Source: an optimization exercise on an open RTL-to-GDS flow (aim: small area and a short achievable clock period). Production flows keep margins and buffers that such runs may drop. At most, simulation tests tie the RTL to the original design; equivalence was not proved. The RTL of runs 2 to 4 was laid out without a check of its function. Power and IR drop assume default switching activity.

==> flow/design.v <==
package jram_pkg;
  typedef enum logic {
    SEQ_IDLE,
    SEQ_CLEAR
  } seq_e;
  localparam int JRAM_WIDTH = 8;
  localparam int JRAM_ABITS = 8;
  function automatic int jram_depth(input int abits);
    jram_depth = 1 << abits;
  endfunction
endpackage
module jmar
#(
  parameter int ABITS = jram_pkg::JRAM_ABITS
) (
  input  logic             clk_i,
  input  logic             rst_ni,
  input  logic             hold_i,
  input  logic             ld_i,
  input  logic             inc_i,
  input  logic [ABITS-1:0] d_i,
  output logic [ABITS-1:0] mar_o
);
  logic [ABITS-1:0] mar_q;
  logic [ABITS-1:0] mar_d;
  always_comb begin
    mar_d = mar_q;
    if (!hold_i) begin
      if (ld_i) begin
        mar_d = d_i;
      end else if (inc_i) begin
        mar_d = mar_q + 1'b1;
      end
    end
  end
  always_ff @(posedge clk_i) begin
    if (!rst_ni) begin
      mar_q <= '0;
    end else begin
      mar_q <= mar_d;
    end
  end
  assign mar_o = mar_q;
endmodule
module jword
#(
  parameter int WIDTH = jram_pkg::JRAM_WIDTH
) (
  input  logic             clk_i,
  input  logic             ld_i,
  input  logic             hd_i,
  input  logic [WIDTH-1:0] d_i,
  output logic [WIDTH-1:0] q_o
);
  logic [WIDTH-1:0] q;
  always_ff @(posedge clk_i) begin
    q <= (q & {WIDTH{hd_i}}) | (d_i & {WIDTH{ld_i}});
  end
  assign q_o = q;
endmodule
module jrsel8 (
  input  logic [7:0] s_i,
  input  logic [7:0] w_i,
  output logic       y_o
);
  assign y_o = |(s_i & w_i);
endmodule
module jrgrp (
  input  logic a_i,
  input  logic b_i,
  input  logic s_i,
  output logic y_no
);
  assign y_no = ~((a_i | b_i) & s_i);
endmodule
module jrhalf (
  input  logic [7:0] a_ni,
  input  logic       kill_i,
  output logic       y_o
);
  assign y_o = ~(&a_ni) & ~kill_i;
endmodule
module jnor2 (
  input  logic a_i,
  input  logic b_i,
  output logic y_o
);
  assign y_o = ~(a_i | b_i);
endmodule
module jram
#(
  parameter int WIDTH = jram_pkg::JRAM_WIDTH,
  parameter int ABITS = jram_pkg::JRAM_ABITS
) (
  input  logic             wclk,
  input  logic             wrst_n,
  input  logic [WIDTH-1:0] bis,
  input  logic             wsa,
  input  logic             winc,
  input  logic             ws,
  input  logic             we,
  output logic [WIDTH-1:0] bos,
  output logic [ABITS-1:0] bmar,
  output logic             wbusy
);
  localparam int DEPTH = jram_pkg::jram_depth(ABITS);
  logic [ABITS-1:0] mar;
  logic             busy;
  jmar #(
    .ABITS(ABITS)
  ) u_jmar (
    .clk_i (wclk),
    .rst_ni(wrst_n),
    .hold_i(busy),
    .ld_i  (wsa),
    .inc_i (winc),
    .d_i   (bis[ABITS-1:0]),
    .mar_o (mar)
  );
  logic [ABITS:0] cnt_q;
  always_ff @(posedge wclk) begin
    if (!wrst_n) begin
      cnt_q <= '0;
    end else if (!cnt_q[ABITS]) begin
      cnt_q <= cnt_q + 1'b1;
    end
  end
  assign busy = ~cnt_q[ABITS];
  logic wr_go;
  logic ld_go;
  logic inc_go;
  assign wr_go  = ws & ~busy;
  assign ld_go  = wsa & ~busy;
  assign inc_go = winc & ~busy;
  logic             rst_b;
  logic             pw_q;
  logic [ABITS-1:0] pa_q;
  logic [WIDTH-1:0] pd_q;
  logic [15:0]      wh_n;
  logic [15:0]      wl_n;
  logic [WIDTH-1:0] wdat;
  assign rst_b = ~wrst_n;
  always_ff @(posedge wclk) begin
    pw_q  <= wr_go & ~rst_b;
    pa_q  <= mar;
    pd_q  <= bis & {WIDTH{~rst_b}};
    for (int j = 0; j < 16; j++) begin
      wh_n[j] <= ~((wr_go & ~rst_b & (mar[7:4] == 4'(j))) | rst_b);
      wl_n[j] <= ~((mar[3:0] == 4'(j)) | rst_b);
    end
  end
  assign wdat = pd_q;
  logic [DEPTH*WIDTH-1:0] mem;
  logic [DEPTH-1:0]       wld;
  logic [DEPTH-1:0]       whd;
  assign whd = ~wld;
  for (genvar i = 0; i < DEPTH; i++) begin : g_w
    jnor2 u_ld (.a_i(wh_n[i/16]), .b_i(wl_n[i%16]), .y_o(wld[i]));
    jword #(
      .WIDTH(WIDTH)
    ) u_word (
      .clk_i(wclk),
      .ld_i (wld[i]),
      .hd_i (whd[i]),
      .d_i  (wdat),
      .q_o  (mem[i*WIDTH +: WIDTH])
    );
  end
  logic [ABITS-1:0] mar_nx;
  logic [ABITS-1:0] mar_nx_inc;
  logic [ABITS-1:0] mar_inc;
  logic [15:0]      il_q;
  logic             use_rd;
  always_comb begin
    if (!wrst_n) begin
      mar_nx = '0;
    end else if (ld_go) begin
      mar_nx = bis[ABITS-1:0];
    end else if (inc_go) begin
      mar_nx = mar + 1'b1;
    end else begin
      mar_nx = mar;
    end
  end
  assign mar_nx_inc = mar_nx + 1'b1;
  assign mar_inc    = mar + 1'b1;
  always_ff @(posedge wclk) begin
    for (int j = 0; j < 16; j++) begin
      il_q[j] <= (mar_nx_inc[3:0] == 4'(j));
    end
  end
  assign use_rd = ld_go | inc_go;
  logic [15:0] rl;
  logic [15:0] rh;
  always_comb begin
    for (int j = 0; j < 16; j++) begin
      rh[j] = use_rd & (wsa ? (bis[7:4] == 4'(j)) : (mar_inc[7:4] == 4'(j)));
      rl[j] = wsa ? (bis[3:0] == 4'(j)) : il_q[j];
    end
  end
  logic [DEPTH/8*WIDTH-1:0]  t8;
  logic [DEPTH/16*WIDTH-1:0] tg_n;
  for (genvar g = 0; g < DEPTH/8; g++) begin : g_t8
    for (genvar b = 0; b < WIDTH; b++) begin : g_b
      logic [7:0] w;
      for (genvar k = 0; k < 8; k++) begin : g_k
        assign w[k] = mem[(8*g+k)*WIDTH + b];
      end
      jrsel8 u_t8 (
        .s_i(rl[8*(g%2) +: 8]),
        .w_i(w),
        .y_o(t8[g*WIDTH + b])
      );
    end
  end
  for (genvar j = 0; j < DEPTH/16; j++) begin : g_tg
    for (genvar b = 0; b < WIDTH; b++) begin : g_b
      jrgrp u_tg (
        .a_i  (t8[(2*j)*WIDTH + b]),
        .b_i  (t8[(2*j+1)*WIDTH + b]),
        .s_i  (rh[j]),
        .y_no (tg_n[j*WIDTH + b])
      );
    end
  end
  logic [WIDTH-1:0] rlo_q;
  logic [WIDTH-1:0] rhi_q;
  logic [WIDTH-1:0] alt_q;
  logic [WIDTH-1:0] rlo_d;
  logic [WIDTH-1:0] rhi_d;
  logic [WIDTH-1:0] alt_d;
  logic [WIDTH-1:0] cur;
  logic             fwd;
  logic             kill;
  logic             pfwd;
  assign cur   = rlo_q | rhi_q | alt_q;
  assign fwd   = ld_go & wr_go & (bis[ABITS-1:0] == mar);
  assign pfwd  = pw_q & (ld_go ? (bis[ABITS-1:0] == pa_q) : (inc_go & (mar_inc == pa_q)));
  assign kill  = fwd | pfwd | rst_b;
  assign alt_d = rst_b  ? '0 :
                 fwd    ? bis :
                 pfwd   ? pd_q :
                 use_rd ? '0 :
                 wr_go  ? bis : cur;
  for (genvar b = 0; b < WIDTH; b++) begin : g_fin
    logic [DEPTH/32-1:0] wl;
    logic [DEPTH/32-1:0] wh;
    for (genvar j = 0; j < DEPTH/32; j++) begin : g_j
      assign wl[j] = tg_n[j*WIDTH + b];
      assign wh[j] = tg_n[(j+DEPTH/32)*WIDTH + b];
    end
    jrhalf u_lo (.a_ni(wl), .kill_i(kill), .y_o(rlo_d[b]));
    jrhalf u_hi (.a_ni(wh), .kill_i(kill), .y_o(rhi_d[b]));
  end
  always_ff @(posedge wclk) begin
    rlo_q <= rlo_d;
    rhi_q <= rhi_d;
    alt_q <= alt_d;
  end
  assign bos   = cur & {WIDTH{we & ~busy}};
  assign bmar  = mar;
  assign wbusy = busy;
endmodule
==> flow/run.sh <==
#!/bin/bash
# synth_recipe.tcl (not shown) runs the flow's synth.tcl, then flattens the netlist and writes it again
# the make line also repeats each setting of config.mk as NAME=value (left out here)
make -C /OpenROAD-flow-scripts/flow DESIGN_CONFIG=/design/flow/config.mk WORK_HOME=/design/flow/orfs CLKGATE_MAP_FILE= SYNTH_SCRIPT=/design/flow/synth_recipe.tcl finish
==> flow/config.mk <==
export PLATFORM = sky130hd
export DESIGN_NAME = jram
export DESIGN_NICKNAME = jram
export VERILOG_FILES = /design/flow/design.v
export SDC_FILE = /design/flow/constraint.sdc
export NUM_CORES = 4
export LEC_CHECK = 0
export CAP_MARGIN = 20
export CORE_MARGIN = 2
export CORE_UTILIZATION = 70
export CTS_CLUSTER_DIAMETER = 80
export CTS_CLUSTER_SIZE = 28
export SETUP_SLACK_MARGIN = 3.2
export SLEW_MARGIN = 35
export SYNTH_HIERARCHICAL = 1
export TNS_END_PERCENT = 10
==> flow/constraint.sdc <==
create_clock -name core_clock -period 5.5 [get_ports {wclk}]
set_input_delay 1.1000 -clock core_clock [delete_from_list [all_inputs] [get_ports {wclk}]]
set_output_delay 1.1000 -clock core_clock [all_outputs]
set_load 0.01 [all_outputs]
==> key figures, run 1 <==
Setup path
  – Crit end category: output port
  – R2R Setup Slk: 2.82 ns
  – CP required: 4.40 ns
  – Crit path arrival time: 1.68 ns
  – CP cell instances: nor3_4, nor2_1, buf_2
  – Critical path class: reg -> out
  – Worst path top cell family by delay: simple AND/OR/NAND/NOR gates
  – Max Fanout on Critical Path: 2
  – R2r startpoint: u_jmar.mar_q[2]$_SDFFE_PN0P_
  – Startpoint types: register
  – Buf+Inv Stages, Crit Path: 1
  – Worst Reg-to-Reg Cells: 10
  – CP max stage delay: 0.40 ns
  – Slowest stage cell, crit path: dfxtp_4
  – Reg2Reg Capture Point: rlo_q[6]$_DFF_P_

Cells and area
  – Final core utilization: 73.9%
  – Area growth from synthesis to layout: 5.11%
  – Fillcell total: 7941
  – Fin nets: 6941
  – Register area: 43300 um2
  – Share of layout cells above drive strength 1: 8.10%
  – Multi-input gate area: 32600 um2

Floorplanning
  – Num rows: 124
  – Starting Density: 70.3%
  – Boundary pin count: 31
  – Die area: 117000 um2
  – Die Width: 342 um
  – Die Y: 342 um
  – Core ar.: 114000 um2

Place
  – GPL Wtd Cong: 0.957
  – Hpwl dp: 151 mm
  – Post-Place Worst Slack: 0.845 ns
  – # port buffers: 30

Drt
  – DR WL met2: 109 mm
  – WL/cell: 30.1 um
  – First-pass iteration count of the detailed router: 8
  – Uppermost layer routed: met5
  – Initial DRC Count: 9155
  – ANT nets after route: 0
  – Wire length on met3: 28.9 mm
  – DR vias: 64.2k
  – Post-Route WL: 254 mm
  – # DRC: 0
  – Wire length on met1: 101 mm
  – Via/cell ratio: 7.59

Timing
  – Crit share post-route: 50.6%
  – Final Hold Fails: 0
  – Final setup viols: 0
  – RSZ-0062 raised after global routing: true
  – Max-slew violation total from the final report: 0
  – Setup_tns: 0 ns
  – Final worst setup slack: 2.72 ns
  – Worst slew pin tran: 1.06 ns
  – Period minus WS final: 2.78 ns
  – Max-slew headroom: 29.3%
  – Fmax: 0.359 GHz
  – Final Skew: 0.0229 ns

Logic synthesis
  – Seq/Total Area, Yosys: 53.9%
  – Post-synth EDFFs: 0
  – Synth Register Bits: 2154
  – Synth cell types: 59
  – Post-Syn Nets: 7172
  – Synth Flop Type: dfxtp_1
  – Mapped Cells: 7152
  – Ranking of synthesized cells by instance count: dfxtp_1 (2154), a22o_1 (2050), a22oi_1 (1024)
  – Top cell type's share of synthesized area: 53.9%
  – Post-Syn Area: 80000 um2
  – Post-synth ARST share: 0%
  – Area leader, netlist: dfxtp_1
  – Avg Cell Area, Syn: 11.2 um2
  – Largest cells by area after synthesis: dfxtp_1 (54%), a22o_1 (22%), a22oi_1 (9.6%), buf_6 (3.6%), nand4_1 (2.1%)
  – Synth warnings: 9
  – Most frequent cell after synthesis: dfxtp_1

Clocking
  – CTS tree: yes
  – CTS Buf Count: 88
  – CTS Buffer Depth: 3
  – Clk sinks: 2154
  – Clock-pin slew on the worst setup and hold paths: 0.10 ns
  – Clock Latency Late Sink: 0.72 ns
  – CTS root buf: clkbuf_16
  – # hold bufs at CTS: 0
  – # H-tree levels: 3

Worst hold path
  – Min-delay src: g_w[75].u_word.q[5]$_DFF_P_
  – Hold endpoint: g_w[75].u_word.q[5]$_DFF_P_
  – Worst hold path class: reg -> reg
  – Hold path cells: 1

Run status
  – Outcome: complete, no violations

Global route
  – Largest net degree at the start of global routing: 166
  – First-pass GRT wire length: 378 mm
  – Gr usage total: 41.7%
  – GRT overflow: 0
  – Vias in the first global route: 59.8k
  – Initial antenna violation count: 8

Power
  – Peak supply drop: 0.308 mV
  – Power Density: 348 nW/um2
  – LEAKAGE: 32.1 nW
  – Total power: 29.3 mW

Flow run
  – Max_cap viols: 0
## per-stage QoR
stage          std cells  area, um2  hold WS (ns)
2_1_floorplan       7152      80300         0.419
3_3_place_gp        8233      79200         0.461
3_5_place_dp        8238      79300         0.464
4_1_cts             8435      83800         0.492
5_1_grt             8446      84100         0.502
6_report            8454      84100         0.490
## per-module statistics from Yosys (local to each module, per instance), a selection
module  area (um2)  copies in the design  flip-flops and latches
jnor2         3.75                   256                       0
jram          5140                     1                      98
jrgrp         5.00                   128                       0
jrhalf        26.3                    16                       0
jrsel8        36.3                   256                       0
## worst max path at each step
| stage | from | to | cells after the start |
|---|---|---|---|
| 2_1_floorplan | wsa | rhi_q[0]$_DFF_P_ | 10 |
| 3_3_place_gp | bis[2] | rlo_q[5]$_DFF_P_ | 11 |
| 3_5_place_dp | bis[2] | rlo_q[5]$_DFF_P_ | 11 |
| 4_1_cts | rlo_q[7]$_DFF_P_ | bos[7] | 3 |
| 5_1_grt | rlo_q[4]$_DFF_P_ | bos[4] | 3 |
| 6_report | rlo_q[4]$_DFF_P_ | bos[4] | 3 |
## registers in the layout, summed over array words and instances (netlist names), 9 cells and up
name / cells
g_w.u_word.q: 2048
cnt_q: 9
wh_n: 16
wl_n: 16
il_q: 16
## layout make-up
cell class	count	share of cell area [%]
Sequential cell	2154	51.4
Multi-Input combinational cell	4165	38.7
Tap cell	1512	2.25
Timing Repair Buffer	225	3.51
Clock inverter	8	0.107
Clock buffer	95	2.69
Inverter	287	1.29
Antenna cell	8	0.0238
## timing repair
action,in CTS,in global routing
setup buffers,76,6
endpoints found under the setup margin,59,67
resized for setup,365,29
cloned,18,0
pin swaps,78,21
## where the power goes
| part | internal, mW | leakage (nW) | switching [mW] |
|---|---|---|---|
| sequential | 17.2 | 17.9 | 1.14 |
| combinational | 1.53 | 13.1 | 1.57 |
| clock | 3.02 | 1.16 | 4.79 |
## worst register-to-register path, stage by stage (launching register included)
cell and delay [ns]:
dfxtp_2 0.36, buf_12 0.15, and3_4 0.19, a2111oi_0 0.41, a41oi_1 0.09, o22ai_1 0.23, o21ai_0 0.21, nor2_4 0.32
o21ai_1 0.24, and4_2 0.31, a21oi_2 0.12
## layout by cell type, fill, tap and decap left out, types with 7 or more instances in the layout
cell type	count
nor2_1	306
buf_12	48
nand2_1	45
a22o_1	2050
nor3_4	8
a21oi_1	37
inv_1	283
a31oi_1	9
o21ai_4	17
buf_8	10
bufbuf_16	7
nand4_1	270
clkbuf_16	89
buf_6	19
xnor2_1	13
nand3_1	20
o21ai_0	35
dfxtp_2	19
buf_16	16
o21ai_2	54
dfxtp_4	29
a22oi_2	33
a22oi_1	991
buf_4	103
clkdlybuf4s50_1	8
and4_1	14
nor2_2	10
and4_4	12
o21ai_1	80
dfxtp_1	2106
nor2_4	17
xor2_1	16
diode_2	8
a21oi_2	16
and2_1	12
## logic make-up after synthesis
group                    count (synthesis)  synth area share (%)
flip-flops                            2154                  53.9
buffers and inverters                  836                  6.75
multiplexers                             2                0.0250
AO/OA/AOI/OAI                         3357                  34.1
AND/OR/NAND/NOR                        767                  4.85
XOR/XNOR                                30                 0.328
adder cells (fa/ha/maj)                  6                0.0938
## layer usage
metal | up-vias | global-route usage, %
met4 | 8 | 22.7
met2 | 4137 | 61.1
met5 | - | 0
met1 | 31600 | 57.9
met3 | 806 | 8.66
li1 | 27600 | -
==> run 2: changes to the inputs <==
--- a/flow/design.v
+++ b/flow/design.v
@@ -167,27 +167,6 @@
     );
   end
-  logic [ABITS-1:0] mar_nx;
-  logic [ABITS-1:0] mar_nx_inc;
   logic [ABITS-1:0] mar_inc;
-  logic [15:0]      il_q;
-  logic             use_rd;
-  always_comb begin
-    if (!wrst_n) begin
-      mar_nx = '0;
-    end else if (ld_go) begin
-      mar_nx = bis[ABITS-1:0];
-    end else if (inc_go) begin
-      mar_nx = mar + 1'b1;
-    end else begin
-      mar_nx = mar;
-    end
-  end
-  assign mar_nx_inc = mar_nx + 1'b1;
-  assign mar_inc    = mar + 1'b1;
-  always_ff @(posedge wclk) begin
-    for (int j = 0; j < 16; j++) begin
-      il_q[j] <= (mar_nx_inc[3:0] == 4'(j));
-    end
-  end
+  assign mar_inc = mar + 1'b1;
   assign use_rd = ld_go | inc_go;
   logic [15:0] rl;
@@ -196,5 +175,5 @@
     for (int j = 0; j < 16; j++) begin
       rh[j] = use_rd & (wsa ? (bis[7:4] == 4'(j)) : (mar_inc[7:4] == 4'(j)));
-      rl[j] = wsa ? (bis[3:0] == 4'(j)) : il_q[j];
+      rl[j] = wsa ? (bis[3:0] == 4'(j)) : (mar_inc[3:0] == 4'(j));
     end
   end
--- a/flow/config.mk
+++ b/flow/config.mk
@@ -8,5 +8,5 @@
 export CAP_MARGIN = 20
 export CORE_MARGIN = 2
-export CORE_UTILIZATION = 70
+export CORE_UTILIZATION = 60
 export CTS_CLUSTER_DIAMETER = 80
 export CTS_CLUSTER_SIZE = 28
@@ -14,3 +14,3 @@
 export SLEW_MARGIN = 35
 export SYNTH_HIERARCHICAL = 1
-export TNS_END_PERCENT = 10
+export TNS_END_PERCENT = 5
==> key figures, run 2 <==
Logic synthesis
  – Post-synth EDFFs: 0 (unchanged)
  – Synth warnings: 10 (was 9)
  – Avg Cell Area, Syn: 11.3 um2 (was 11.2 um2)
  – Seq/Total Area, Yosys: 53.9% (about the same)
  – Synth Flop Type: dfxtp_1 (unchanged)
  – Largest cells by area after synthesis: dfxtp_1 (54%), a22o_1 (23%), a22oi_1 (9.7%), buf_6 (3.6%), nand4_1 (2.1%) (was dfxtp_1 (54%), a22o_1 (22%), a22oi_1 (9.6%), buf_6 (3.6%), nand4_1 (2.1%))
  – Post-Syn Area: 79400 um2 (was 80000 um2)
  – Mapped Cells: 7040 (was 7152)
  – Synth cell types: 57 (was 59)
  – Post-synth ARST share: 0% (unchanged)
  – Post-Syn Nets: 7060 (was 7172)
  – Ranking of synthesized cells by instance count: dfxtp_1 (2138), a22o_1 (2048), a22oi_1 (1024) (was dfxtp_1 (2154), a22o_1 (2050), a22oi_1 (1024))
  – Synth Register Bits: 2138 (was 2154)
  – Most frequent cell after synthesis: dfxtp_1 (unchanged)
  – Top cell type's share of synthesized area: 53.9% (about the same)
  – Area leader, netlist: dfxtp_1 (unchanged)

Flow run
  – Max_cap viols: 0 (unchanged)

Clocking
  – CTS Buffer Depth: 3 (unchanged)
  – Clock-pin slew on the worst setup and hold paths: 0.11 ns (was 0.10 ns)
  – Clk sinks: 2138 (was 2154)
  – # H-tree levels: 3 (unchanged)
  – CTS Buf Count: 97 (was 88)
  – CTS root buf: clkbuf_16 (unchanged)
  – Clock Latency Late Sink: 0.76 ns (was 0.72 ns)
  – # hold bufs at CTS: 0 (unchanged)
  – CTS tree: yes (unchanged)

Worst hold path
  – Min-delay src: u_jmar.mar_q[2]$_SDFFE_PN0P_ (was g_w[75].u_word.q[5]$_DFF_P_)
  – Hold path cells: 0 (was 1)
  – Worst hold path class: reg -> reg (unchanged)

Cells and area
  – Area growth from synthesis to layout: 6.30% (was 5.11%)
  – Commonest cells after routing, fill and taps aside: dfxtp_1 (2104), a22o_1 (2048), a22oi_1 (927) (was dfxtp_1 (2106), a22o_1 (2050), a22oi_1 (991))
  – Biggest regs: g_w.u_word.q (2048), wh_n (16), wl_n (16)
  – Register area: 42900 um2 (was 43300 um2)
  – Most flop-heavy register: g_w.u_word.q (unchanged)
  – Final non-filler cell area: 84400 um2 (was 84100 um2)
  – Multi-input gate area: 32500 um2 (was 32600 um2)
  – Fillcell total: 10.5k (was 7941)
  – Max reg flops: 2048 (unchanged)
  – Commonest non-fill, non-tap cell in the layout: dfxtp_1 (unchanged)
  – Fin nets: 6810 (was 6941)
  – Share of layout cells above drive strength 1: 8.72% (was 8.10%)

Setup path
  – Reg2Reg Capture Point: rlo_q[2]$_DFF_P_ (was rlo_q[6]$_DFF_P_)
  – CP max stage delay: 0.39 ns (was 0.40 ns)
  – Critical path launch point: u_jmar.mar_q[0]$_SDFFE_PN0P_ (was rlo_q[4]$_DFF_P_)
  – R2r startpoint: u_jmar.mar_q[0]$_SDFFE_PN0P_ (was u_jmar.mar_q[2]$_SDFFE_PN0P_)
  – Crit end category: register (was output port)
  – Startpoint types: register (unchanged)
  – Max Fanout on Critical Path: 72 (was 2)
  – CP required: 6.16 ns (was 4.40 ns)
  – Critical path class: reg -> reg (was reg -> out)
  – End of the critical path: rlo_q[2]$_DFF_P_ (was bos[4])
  – WP depth: 12 (was 3)
  – Top cell by count, worst path: and4_4
  – Worst path top cell family by delay: simple AND/OR/NAND/NOR gates (unchanged)
  – Worst Reg-to-Reg Cells: 12 (was 10)
  – R2R Setup Slk: 2.46 ns (was 2.82 ns)
  – Slowest stage cell, crit path: dfxtp_4 (unchanged)
  – Buf+Inv Stages, Crit Path: 2 (was 1)
  – Crit path arrival time: 3.70 ns (was 1.68 ns)
  – CP cell instances: buf_6, and4_4, or2_4, a21o_4, nand2_8, nor2_4, buf_12, a22oi_1, nand4_1, o21ai_2, and4_4, a21oi_2 (was nor3_4, nor2_1, buf_2)

Power
  – Power Density: 358 nW/um2 (was 348 nW/um2)
  – Peak supply drop: 0.260 mV (was 0.308 mV)
  – Share of total power in the clock network: 29.2% (was 26.7%)
  – Power share of the sequential group: 60.3% (was 62.8%)
  – Switch Pwr: 7.99 mW (was 7.49 mW)
  – Power Internal: 22.3 mW (was 21.8 mW)
  – Sw Share: 26.4% (was 25.6%)
  – Comb power frac: 10.5% (was 10.6%)
  – LEAKAGE: 31.9 nW (was 32.1 nW)

Global route
  – Initial antenna violation count: 17 (was 8)
  – Gr usage total: 37.5% (was 41.7%)
  – Vias in the first global route: 57.4k (was 59.8k)
  – Largest net degree at the start of global routing: 146 (was 166)
  – GRT overflow: 0 (unchanged)
  – First-pass GRT wire length: 389 mm (was 378 mm)

Floorplanning
  – Boundary pin count: 31 (unchanged)
  – Die Width: 368 um (was 342 um)
  – Die area: 135000 um2 (was 117000 um2)
  – Core ar.: 131000 um2 (was 114000 um2)
  – Starting Density: 60.4% (was 70.3%)
  – Die Y: 368 um (was 342 um)
  – Num rows: 133 (was 124)

Place
  – Hpwl dp: 159 mm (was 151 mm)
  – # port buffers: 30 (unchanged)
  – Area after DPL: 79100 um2 (was 79300 um2)
  – GPL Wtd Cong: 0.930 (was 0.957)

Drt
  – Uppermost layer routed: met5 (unchanged)
  – Wire length on met1: 112 mm (was 101 mm)
  – Wire length on met3: 27.1 mm (was 28.9 mm)
  – Post-Route WL: 265 mm (was 254 mm)
  – Via/cell ratio: 7.26 (was 7.59)
  – DR WL met2: 112 mm (was 109 mm)
  – WL/cell: 30.9 um (was 30.1 um)
  – # DRC: 0 (unchanged)
  – First-pass iteration count of the detailed router: 8 (unchanged)
  – ANT nets after route: 0 (unchanged)
  – DR vias: 62.5k (was 64.2k)
  – Initial DRC Count: 7881 (was 9155)

Timing
  – Setup_tns: 0 ns (unchanged)
  – Fmax: 0.329 GHz (was 0.359 GHz)
  – Final Skew: 0.0358 ns (was 0.0229 ns)
  – Final setup viols: 0 (unchanged)
  – RSZ-0062 raised after global routing: true (unchanged)
  – Period minus WS final: 3.04 ns (was 2.78 ns)
  – Final Hold Fails: 0 (unchanged)
  – Max-slew headroom: 30.1% (was 29.3%)
  – Max-slew violation total from the final report: 0 (unchanged)
  – Worst slew pin tran: 1.05 ns (was 1.06 ns)
  – Crit share post-route: 55.3% (was 50.6%)

Run status
  – Outcome: complete, no violations (unchanged)
[run 2: final cells by class]
class	count	area share, %
Sequential cell	2138	50.8
Multi-Input combinational cell	4101	38.5
Timing Repair Buffer	184	3.24
Clock buffer	107	3.03
Tap cell	1755	2.60
Inverter	268	1.20
Clock inverter	40	0.563
Antenna cell	5	0.0148
[run 2: cell families after synthesis]
| family | Yosys count | synth area share, % |
|---|---|---|
| AO/OA/AOI/OAI | 3327 | 34.3 |
| flip-flops | 2138 | 53.9 |
| buffers and inverters | 801 | 6.64 |
| AND/OR/NAND/NOR | 732 | 4.70 |
| XOR/XNOR | 33 | 0.364 |
| adder cells (fa/ha/maj) | 6 | 0.0945 |
| multiplexers | 3 | 0.0378 |
[run 2: worst min-delay path by stage]
stage / end
after floorplan: pa_q[7]$_DFF_P_
after global placement: pa_q[2]$_DFF_P_
after detailed placement: pa_q[2]$_DFF_P_
after CTS: pa_q[2]$_DFF_P_
after global routing: pa_q[2]$_DFF_P_
final: pa_q[2]$_DFF_P_
[run 2: repair_timing]
action,in CTS,in global routing
cloned,21,2
gates resized for setup,365,46
buffers inserted,27,1
endpoints found under the setup margin,43,88
endpoints found under the hold margin,0,0
pin swaps,126,16
[run 2: power groups by stage]
stage,Combinational [mW],Clock [mW],Sequential [mW]
floorplan,2.43,0,18.3
global placement,2.92,0,18.5
detailed placement,3.01,0,18.5
CTS,3.10,8.87,18.2
global route,3.39,9.41,18.4
finish,3.17,8.83,18.2
[run 2: stage by stage]
step           hold slack, ns  utilization, %  cells  setup slack (ns)  total power, mW
6_report                0.443            64.2   8598              2.46             30.2
5_1_grt                 0.456            64.2   8594              2.49             31.2
4_1_cts                 0.439            63.9   8585              2.59             30.2
3_5_place_dp            0.431            60.2   8390             0.588             21.5
3_3_place_gp            0.427            60.0   8384             0.520             21.4
2_1_floorplan           0.417               -   7040              1.04             20.7
[run 2: metal layers]
| metal | global-route usage [%] | up-vias |
|---|---|---|
| li1 | - | 27200 |
| met3 | 7.17 | 610 |
| met2 | 54.1 | 3316 |
| met4 | 16.8 | 18 |
| met5 | 0 | - |
| met1 | 54.2 | 31300 |
[run 2: Yosys stat by module, one instance, submodules excluded, excerpt]
| module | area (um2) | cells inside |
|---|---|---|
| jnor2 | 3.75 | 1 |
| jram | 4510 | 659 |
| jrgrp | 5.00 | 1 |
| jrhalf | 26.3 | 3 |
| jrsel8 | 36.3 | 5 |
==> run 3: changes to the inputs <==
--- a/flow/design.v
+++ b/flow/design.v
@@ -81,4 +81,23 @@
   assign y_o = ~(&a_ni) & ~kill_i;
 endmodule
+module jrdec (
+  input  logic [3:0]  a_i,
+  input  logic        ld_i,
+  input  logic [15:0] alt_i,
+  output logic [15:0] y_o
+);
+  always_comb begin
+    for (int j = 0; j < 16; j++) begin
+      y_o[j] = ld_i ? (a_i == 4'(j)) : alt_i[j];
+    end
+  end
+endmodule
+module jand2 (
+  input  logic a_i,
+  input  logic b_i,
+  output logic y_o
+);
+  assign y_o = a_i & b_i;
+endmodule
 module jnor2 (
   input  logic a_i,
@@ -167,14 +186,37 @@
     );
   end
+  logic [ABITS-1:0] mar_nx;
+  logic [ABITS-1:0] mar_nx_inc;
   logic [ABITS-1:0] mar_inc;
-  assign mar_inc = mar + 1'b1;
+  logic [15:0]      il_q;
+  logic             use_rd;
+  always_comb begin
+    if (!wrst_n) begin
+      mar_nx = '0;
+    end else if (ld_go) begin
+      mar_nx = bis[ABITS-1:0];
+    end else if (inc_go) begin
+      mar_nx = mar + 1'b1;
+    end else begin
+      mar_nx = mar;
+    end
+  end
+  assign mar_nx_inc = mar_nx + 1'b1;
+  assign mar_inc    = mar + 1'b1;
+  always_ff @(posedge wclk) begin
+    for (int j = 0; j < 16; j++) begin
+      il_q[j] <= (mar_nx_inc[3:0] == 4'(j));
+    end
+  end
   assign use_rd = ld_go | inc_go;
-  logic [15:0] rl;
+  logic [15:0] rl [4];
   logic [15:0] rh;
   always_comb begin
     for (int j = 0; j < 16; j++) begin
       rh[j] = use_rd & (wsa ? (bis[7:4] == 4'(j)) : (mar_inc[7:4] == 4'(j)));
-      rl[j] = wsa ? (bis[3:0] == 4'(j)) : (mar_inc[3:0] == 4'(j));
-    end
+    end
+  end
+  for (genvar q = 0; q < 4; q++) begin : g_rl
+    jrdec u_rl (.a_i(bis[3:0]), .ld_i(wsa), .alt_i(il_q), .y_o(rl[q]));
   end
   logic [DEPTH/8*WIDTH-1:0]  t8;
@@ -187,5 +229,5 @@
       end
       jrsel8 u_t8 (
-        .s_i(rl[8*(g%2) +: 8]),
+        .s_i(rl[g/8][8*(g%2) +: 8]),
         .w_i(w),
         .y_o(t8[g*WIDTH + b])
@@ -237,6 +279,16 @@
     alt_q <= alt_d;
   end
-  assign bos   = cur & {WIDTH{we & ~busy}};
-  assign bmar  = mar;
-  assign wbusy = busy;
-endmodule
+  logic [ABITS-1:0] omar_q;
+  logic             obusy_q;
+  logic [WIDTH-1:0] ocur;
+  always_ff @(posedge wclk) begin
+    omar_q  <= mar_nx;
+    obusy_q <= rst_b | (busy & ~(&cnt_q[ABITS-1:0]));
+  end
+  assign ocur = cur & {WIDTH{~obusy_q}};
+  for (genvar b = 0; b < WIDTH; b++) begin : g_bos
+    jand2 u_bos (.a_i(we), .b_i(ocur[b]), .y_o(bos[b]));
+  end
+  assign bmar  = omar_q;
+  assign wbusy = obusy_q;
+endmodule
==> key figures, run 3 <==
Run status
  – Outcome: complete, no violations (unchanged)

Drt
  – Initial DRC Count: 9476 (was 7881)
  – Via/cell ratio: 7.43 (was 7.26)
  – # DRC: 0 (unchanged)
  – WL/cell: 32.1 um (was 30.9 um)
  – Post-Route WL: 286 mm (was 265 mm)
  – ANT nets after route: 0 (unchanged)
  – DR vias: 66.1k (was 62.5k)
  – First-pass iteration count of the detailed router: 7 (was 8)

Place
  – Hpwl dp: 169 mm (was 159 mm)
  – GPL Wtd Cong: 0.962 (was 0.930)
  – # port buffers: 30 (unchanged)
  – Placed Instances: 8620 (was 8390)

Floorplanning
  – Num rows: 135 (was 133)
  – Core ar.: 135000 um2 (was 131000 um2)
  – Starting Density: 60.3% (was 60.4%)
  – Die area: 139000 um2 (was 135000 um2)
  – Boundary pin count: 31 (unchanged)
  – Die Y: 373 um (was 368 um)
  – Die Width: 373 um (was 368 um)

Logic synthesis
  – Post-synth EDFFs: 0 (unchanged)
  – Synth Flop Type: dfxtp_1 (unchanged)
  – Post-Syn Area: 81500 um2 (was 79400 um2)
  – Synth cell types: 69 (was 57)
  – Synth Register Bits: 2163 (was 2138)
  – Avg Cell Area, Syn: 11.2 um2 (was 11.3 um2)
  – Most frequent cell after synthesis: dfxtp_1 (unchanged)
  – Top cell type's share of synthesized area: 53.1% (was 53.9%)
  – Seq/Total Area, Yosys: 53.1% (was 53.9%)
  – Largest cells by area after synthesis: dfxtp_1 (53%), a22o_1 (22%), a22oi_1 (9.4%), buf_6 (3.6%), nand4_1 (2.0%) (was dfxtp_1 (54%), a22o_1 (23%), a22oi_1 (9.7%), buf_6 (3.6%), nand4_1 (2.1%))
  – Ranking of synthesized cells by instance count: dfxtp_1 (2163), a22o_1 (2049), a22oi_1 (1025) (was dfxtp_1 (2138), a22o_1 (2048), a22oi_1 (1024))
  – Post-Syn Nets: 7318 (was 7060)
  – Area leader, netlist: dfxtp_1 (unchanged)
  – Synth warnings: 11 (was 10)
  – Mapped Cells: 7298 (was 7040)
  – Post-synth ARST share: 0% (unchanged)

Cells and area
  – Area growth from synthesis to layout: 6.39% (was 6.30%)
  – Commonest cells after routing, fill and taps aside: dfxtp_1 (2107), a22o_1 (2049), a22oi_1 (1007) (was dfxtp_1 (2104), a22o_1 (2048), a22oi_1 (927))
  – Most flop-heavy register: g_w.u_word.q (unchanged)
  – Share of layout cells above drive strength 1: 9.10% (was 8.72%)
  – Commonest non-fill, non-tap cell in the layout: dfxtp_1 (unchanged)
  – Final Non-Filler Cells: 8900 (was 8598)
  – Fin nets: 7075 (was 6810)
  – Max reg flops: 2048 (unchanged)

Global route
  – Vias in the first global route: 58.8k (was 57.4k)
  – Initial antenna violation count: 20 (was 17)
  – First-pass GRT wire length: 397 mm (was 389 mm)
  – GRT overflow: 0 (unchanged)
  – Gr usage total: 37.5% (about the same)
  – Largest net degree at the start of global routing: 146 (unchanged)

Setup path
  – Crit path arrival time: 1.82 ns (was 3.70 ns)
  – CP cell instances: nor3_4, buf_12, nor2_2, and2_1, buf_2 (was buf_6, and4_4, or2_4, a21o_4, nand2_8, nor2_4, buf_12, a22oi_1, nand4_1, o21ai_2, and4_4, a21oi_2)
  – Startpoint types: register (unchanged)
  – Critical path class: reg -> out (was reg -> reg)
  – CP required: 4.40 ns (was 6.16 ns)
  – CP max stage delay: 0.39 ns (about the same)
  – Crit end category: output port (was register)
  – Max Fanout on Critical Path: 2 (was 72)
  – Slowest stage cell, crit path: dfxtp_4 (unchanged)

Clocking
  – # H-tree levels: 3 (unchanged)
  – CTS Buf Count: 100 (was 97)
  – CTS tree: yes (unchanged)
  – CTS root buf: clkbuf_16 (unchanged)
  – # hold bufs at CTS: 0 (unchanged)
  – Clock-pin slew on the worst setup and hold paths: 0.09 ns (was 0.11 ns)
  – Clk sinks: 2163 (was 2138)
  – CTS Buffer Depth: 3 (unchanged)
  – Clock Latency Late Sink: 0.78 ns (was 0.76 ns)

Power
  – Total power: 30.9 mW (was 30.2 mW)
  – Comb power frac: 10.8% (was 10.5%)
  – Peak supply drop: 0.266 mV (was 0.260 mV)
  – Power Internal: 22.6 mW (was 22.3 mW)
  – LEAKAGE: 33.1 nW (was 31.9 nW)
  – Share of total power in the clock network: 29.5% (was 29.2%)
  – Power share of the sequential group: 59.7% (was 60.3%)
  – Power Density: 356 nW/um2 (was 358 nW/um2)
  – Sw Share: 26.9% (was 26.4%)
  – Switch Pwr: 8.30 mW (was 7.99 mW)

Worst hold path
  – Worst hold path class: reg -> reg (unchanged)

Timing
  – Final Skew: 0.0322 ns (was 0.0358 ns)
  – RSZ-0062 raised after global routing: true (unchanged)
  – Final setup viols: 0 (unchanged)
  – Max-slew violation total from the final report: 0 (unchanged)
  – Worst slew pin tran: 1.12 ns (was 1.05 ns)
  – Period minus WS final: 2.92 ns (was 3.04 ns)
  – Setup_tns: 0 ns (unchanged)
  – Crit share post-route: 53.0% (was 55.3%)
  – Max-slew headroom: 25.5% (was 30.1%)
  – Final Hold Fails: 0 (unchanged)
  – Fmax: 0.343 GHz (was 0.329 GHz)

Flow run
  – Max_cap viols: 0 (unchanged)
==> run 3: cell count changes in the layout (fill, tap and decap cells not counted), moves of 27 or more <==
cell      delta
a22oi_1     +80
a22oi_2     -79
nor2b_1     +59
a31o_4      +42
a21boi_0    -31
a21oi_1     +27
==> run 3: cells by family (layout without fill, tap and decap cells) <==
| group | after synthesis | count (layout) | synth area share, % |
|---|---|---|---|
| other cells | 0 | 7 | 0 |
| compound gates | 3383 | 3417 | 34.0 |
| fa+ha+maj | 6 | 6 | 0.0921 |
| xor+xnor | 35 | 35 | 0.376 |
| buf+inv | 830 | 610 | 6.66 |
| simple gates | 871 | 871 | 5.63 |
| flops | 2163 | 2163 | 53.1 |
| mux | 10 | 10 | 0.127 |
==> run 3: final timing paths <==
kind / from / end / slack, ns / depth (start not counted)
worst max-delay path: rlo_q[0]$_DFF_P_ / bos[0] / 2.58 / 5
worst min-delay path: g_w[86].u_word.q[5]$_DFF_P_ / g_w[86].u_word.q[5]$_DFF_P_ / 0.49 / 1
worst max register to register: il_q[2]$_DFF_P_ / rhi_q[6]$_DFF_P_ / 2.68 / 7
worst min register to register: g_w[86].u_word.q[5]$_DFF_P_ / g_w[86].u_word.q[5]$_DFF_P_ / 0.49 / 1
==> run 3: power by group through the flow <==
stage	Sequential (mW)	Clock, mW	Combinational [mW]
detailed placement	18.7	0	3.07
finish	18.4	9.11	3.32
CTS	18.4	9.15	3.14
global route	18.6	9.66	3.51
global placement	18.7	0	2.98
floorplan	18.5	0	2.45
==> run 3: per-layer routing <==
layer / up-vias / GRT usage [%] / share of wire, %
met4: 18 / 12.1 / 4.2
met1: 33000 / 55.6 / 42
met2: 4121 / 54.1 / 42
li1: 28300 / - / -
met5: - / 0 / 0.048
met3: 667 / 8.09 / 12
==> run 3: critical path, delay by kind of cell (launching register included) <==
kind | cells | cell delay (ns)
buf+inv | 2 | 0.29
flops | 1 | 0.39
simple gates | 3 | 0.38
==> run 3: Yosys stat by module (local to each module, per instance), excerpt <==
module  flops+latches  copies in the design
jrdec               0                     4
jrsel8              0                   256
jram              107                     1
jrgrp               0                   128
jrhalf              0                    16
jnor2               0                   256
jand2               0                     8
==> run 3: repair_timing <==
action,in CTS,in global routing
endpoints found under the setup margin,77,86
setup buffers,37,32
pin swaps,34,58
gates resized for setup,278,83
gates cloned,7,36
==> run 3: metrics by stage <==
stage	cell area [um2]	hold slack, ns	utilization [%]	setup WS [ns]
after global routing	86700	0.502	64.1	2.54
after CTS	85400	0.490	63.2	2.60
after global placement	80500	0.461	59.6	1.03
after detailed placement	80700	0.465	59.7	0.974
after floorplan	81800	0.385	-	2.93
final	86700	0.488	64.2	2.58
==> run 3: area by class of cell <==
type | instances | area [um2]
antenna | 7 | 17.5
clock buffer | 110 | 2610
clock inverter | 49 | 587
fill | 10800 | 48400
inverter | 277 | 1050
multi-input combinational | 4339 | 34700
sequential | 2163 | 43500
tap | 1781 | 2230
timing repair buffer | 174 | 2070
==> run 4: changes to the inputs <==
--- a/flow/config.mk
+++ b/flow/config.mk
@@ -11,5 +11,5 @@
 export CTS_CLUSTER_DIAMETER = 80
 export CTS_CLUSTER_SIZE = 28
-export SETUP_SLACK_MARGIN = 3.2
+export SETUP_SLACK_MARGIN = 3.4
 export SLEW_MARGIN = 35
 export SYNTH_HIERARCHICAL = 1
==> key figures, run 4 <==
Logic synthesis
  – Mapped Cells: 7298 (unchanged)
  – Synth Flop Type: dfxtp_1 (unchanged)
  – Post-Syn Nets: 7318 (unchanged)
  – Post-synth ARST share: 0% (unchanged)
  – Post-Syn Area: 81500 um2 (unchanged)
  – Synth Register Bits: 2163 (unchanged)
  – Top cell type's share of synthesized area: 53.1% (unchanged)
  – Area leader, netlist: dfxtp_1 (unchanged)
  – Post-synth EDFFs: 0 (unchanged)
  – Largest cells by area after synthesis: dfxtp_1 (53%), a22o_1 (22%), a22oi_1 (9.4%), buf_6 (3.6%), nand4_1 (2.0%) (unchanged)
  – Ranking of synthesized cells by instance count: dfxtp_1 (2163), a22o_1 (2049), a22oi_1 (1025) (unchanged)
  – Avg Cell Area, Syn: 11.2 um2 (unchanged)
  – Most frequent cell after synthesis: dfxtp_1 (unchanged)
  – Seq/Total Area, Yosys: 53.1% (unchanged)
  – Synth warnings: 11 (unchanged)
  – Synth cell types: 69 (unchanged)

Cells and area
  – Fin nets: 7114 (was 7075)
  – Max reg flops: 2048 (unchanged)
  – Register area: 43500 um2 (about the same)
  – Commonest cells after routing, fill and taps aside: dfxtp_1 (2103), a22o_1 (2049), a22oi_1 (991) (was dfxtp_1 (2107), a22o_1 (2049), a22oi_1 (1007))
  – Share of layout cells above drive strength 1: 10.5% (was 9.10%)
  – Multi-input gate area: 35300 um2 (was 34700 um2)
  – Fillcell total: 10.7k (was 10.8k)
  – Commonest non-fill, non-tap cell in the layout: dfxtp_1 (unchanged)
  – Most flop-heavy register: g_w.u_word.q (unchanged)
  – Area growth from synthesis to layout: 7.61% (was 6.39%)

Power
  – Total power: 30.9 mW (about the same)
  – Power Density: 353 nW/um2 (was 356 nW/um2)
  – Peak supply drop: 0.261 mV (was 0.266 mV)
  – LEAKAGE: 33.4 nW (was 33.1 nW)

Setup path
  – Slowest stage cell, crit path: dfxtp_4 (unchanged)
  – CP cell instances: nor3_4, buf_12, nor2_2, and2_1, buf_2 (unchanged)
  – Crit end category: output port (unchanged)
  – Startpoint types: register (unchanged)
  – Max Fanout on Critical Path: 2 (unchanged)
  – Crit path arrival time: 1.81 ns (was 1.82 ns)
  – Critical path class: reg -> out (unchanged)
  – CP required: 4.40 ns (about the same)
  – CP max stage delay: 0.39 ns (about the same)

Clocking
  – CTS Buf Count: 100 (unchanged)
  – CTS tree: yes (unchanged)
  – Clock Latency Late Sink: 0.78 ns (about the same)
  – CTS Buffer Depth: 3 (unchanged)
  – Clk sinks: 2163 (unchanged)
  – # H-tree levels: 3 (unchanged)
  – Clock-pin slew on the worst setup and hold paths: 0.10 ns (was 0.09 ns)
  – CTS root buf: clkbuf_16 (unchanged)

Run status
  – Outcome: complete, no violations (unchanged)

Drt
  – # DRC: 0 (unchanged)
  – First-pass iteration count of the detailed router: 8 (was 7)
  – Uppermost layer routed: met5 (unchanged)
  – Initial DRC Count: 9393 (was 9476)
  – Via/cell ratio: 7.45 (was 7.43)
  – Wire length on met1: 121 mm (about the same)
  – Post-Route WL: 293 mm (was 286 mm)
  – ANT nets after route: 0 (unchanged)
  – WL/cell: 32.8 um (was 32.1 um)
  – DR vias: 66.6k (was 66.1k)
  – Wire length on met3: 36.9 mm (was 33.5 mm)
  – DR WL met2: 122 mm (was 119 mm)

Place
  – GPL Wtd Cong: 0.962 (unchanged)
  – Hpwl dp: 169 mm (unchanged)
  – # port buffers: 30 (unchanged)

Timing
  – Setup_tns: 0 ns (unchanged)
  – RSZ-0062 raised after global routing: true (unchanged)
  – Crit share post-route: 53.0% (about the same)
  – Final setup viols: 0 (unchanged)
  – Final Hold Fails: 0 (unchanged)
  – Period minus WS final: 2.91 ns (was 2.92 ns)
  – Max-slew headroom: 22.8% (was 25.5%)
  – Worst slew pin tran: 1.16 ns (was 1.12 ns)
  – Fmax: 0.343 GHz (about the same)
  – Final Skew: 0.0348 ns (was 0.0322 ns)
  – Max-slew violation total from the final report: 0 (unchanged)

Floorplanning
  – Die Y: 373 um (unchanged)
  – Starting Density: 60.3% (unchanged)
  – Num rows: 135 (unchanged)
  – Die area: 139000 um2 (unchanged)
  – Core ar.: 135000 um2 (unchanged)
  – Boundary pin count: 31 (unchanged)
  – Die Width: 373 um (unchanged)

Worst hold path
  – Worst hold path class: reg -> reg (unchanged)

Global route
  – Initial antenna violation count: 24 (was 20)
  – Vias in the first global route: 58.8k (unchanged)
  – Gr usage total: 37.5% (unchanged)
  – First-pass GRT wire length: 397 mm (unchanged)
  – GRT overflow: 0 (unchanged)
  – Largest net degree at the start of global routing: 146 (unchanged)

Flow run
  – Max_cap viols: 0 (unchanged)
## run 4: cell counts after synthesis
Identical to the previous run, type by type.
## run 4: final cells by class
class	instances	share of cell area, %
flip-flops and latches	2163	49.6
multi-input cells	4352	40.2
clock buffers	110	2.98
repair buffers	200	2.77
well taps	1781	2.54
inverters	277	1.19
clock inverters	49	0.669
diodes	12	0.0342
## run 4: critical path, delay by kind of cell (launching register included)
kind	cells	cell delay (ns)
DFF	1	0.39
and+or+nand+nor	3	0.37
buffers and inverters	2	0.29
## run 4: report_power, final
part,leakage (nW),switching [mW],internal (mW),total (mW)
Clock,1.56,5.41,3.70,9.11
Combinational,13.9,1.81,1.58,3.39
Sequential,18.0,1.14,17.3,18.4
## run 4: path summary, 6_finish.rpt
path,startpoint,to,slack [ns],cells past startpoint
setup / recovery,rlo_q[0]$_DFF_P_,bos[0],2.59,5
hold / removal,g_w[170].u_word.q[5]$_DFF_P_,g_w[170].u_word.q[5]$_DFF_P_,0.49,1
setup reg to reg,u_jmar.mar_q[0]$_SDFFE_PN0P_,rhi_q[1]$_DFF_P_,2.81,13
hold reg to reg,g_w[170].u_word.q[5]$_DFF_P_,g_w[170].u_word.q[5]$_DFF_P_,0.49,1
## run 4: logic make-up (layout without fill, tap and decap cells)
logic type                 count (synthesis)  after routing  synth area share [%]
AOI/OAI and AO/OA                       3383           3429                  34.0
DFF                                     2163           2163                  53.1
and+or+nand+nor                          871            872                  5.63
buffers and inverters                    830            636                  6.66
xor gates and xnor gates                  35             35                 0.376
muxes                                     10             10                 0.127
adders and majority gates                  6              6                0.0921
other                                      0             12                     0
## run 4: repair_timing
action                     4_1_cts  5_1_grt
setup endpoints to repair      180      411
pin swaps                       34      115
setup buffers                   37       57
gates resized for setup        278      206
hold buffers                     0        0
gates cloned                     7       50
## run 4: Yosys stat by module (local to each module, per instance), a selection
module / copies in the design / flip-flops and latches
jrdec: 4 / 0
jram: 1 / 107
jrgrp: 128 / 0
jrhalf: 16 / 0
jrsel8: 256 / 0
jnor2: 256 / 0
jand2: 8 / 0
## run 4: per-layer routing
| metal | global-route usage, % | vias to the layer above |
|---|---|---|
| li1 | - | 28500 |
| met1 | 55.6 | 33200 |
| met2 | 54.1 | 4276 |
| met3 | 8.09 | 710 |
| met4 | 12.1 | 16 |
| met5 | 0 | - |
## run 4: per-stage QoR
| stage | hold WS [ns] | instance area [um2] | setup slack, ns | utilization, % | cells |
|---|---|---|---|---|---|
| after floorplan | 0.385 | 81800 | 2.93 | - | 7298 |
| final | 0.489 | 87700 | 2.59 | 64.9 | 8944 |
| after CTS | 0.490 | 85400 | 2.60 | 63.2 | 8823 |
| after global routing | 0.502 | 87700 | 2.54 | 64.9 | 8932 |
| after global placement | 0.461 | 80500 | 1.03 | 59.6 | 8613 |
| after detailed placement | 0.465 | 80700 | 0.974 | 59.7 | 8620 |

static timing again, ports no longer ideal:
No port has a modelled driver above. Below, the same layouts with a new extraction and two added sets of constraints. Step 1, drivers: a clkbuf_16 drives wclk and a buf_2 each remaining input, both assumed. Step 2 adds t to the input delays and takes it off the output delays; t is the mean of the earliest and latest rising clock arrival at the registers after step 1. Input paths then give back, and output paths get back, about the clock's delay inside the block. a / b / c = ideal / step 1 / step 2; a / b = the first two.
run	shift t [ns]	slack for setup (ns)	worst hold slack (ns)	cell pins on the clock port's net
run 1	0.794	2.717 / 2.636 / 1.861	0.490 / 0.490 / 0.490	1
run 2	0.830	2.457 / 2.422 / 1.593	0.443 / 0.443 / 0.443	1
run 3	0.852	2.584 / 2.436 / 1.584	0.488 / 0.488 / 0.488	1
run 4	0.853	2.586 / 2.439 / 1.585	0.489 / 0.489 / 0.489	1
After both steps setup and hold are still met in every run listed. The setup slack of run 4, which loses most, moves by -0.147 ns with the drivers and by -1.001 ns with both steps.
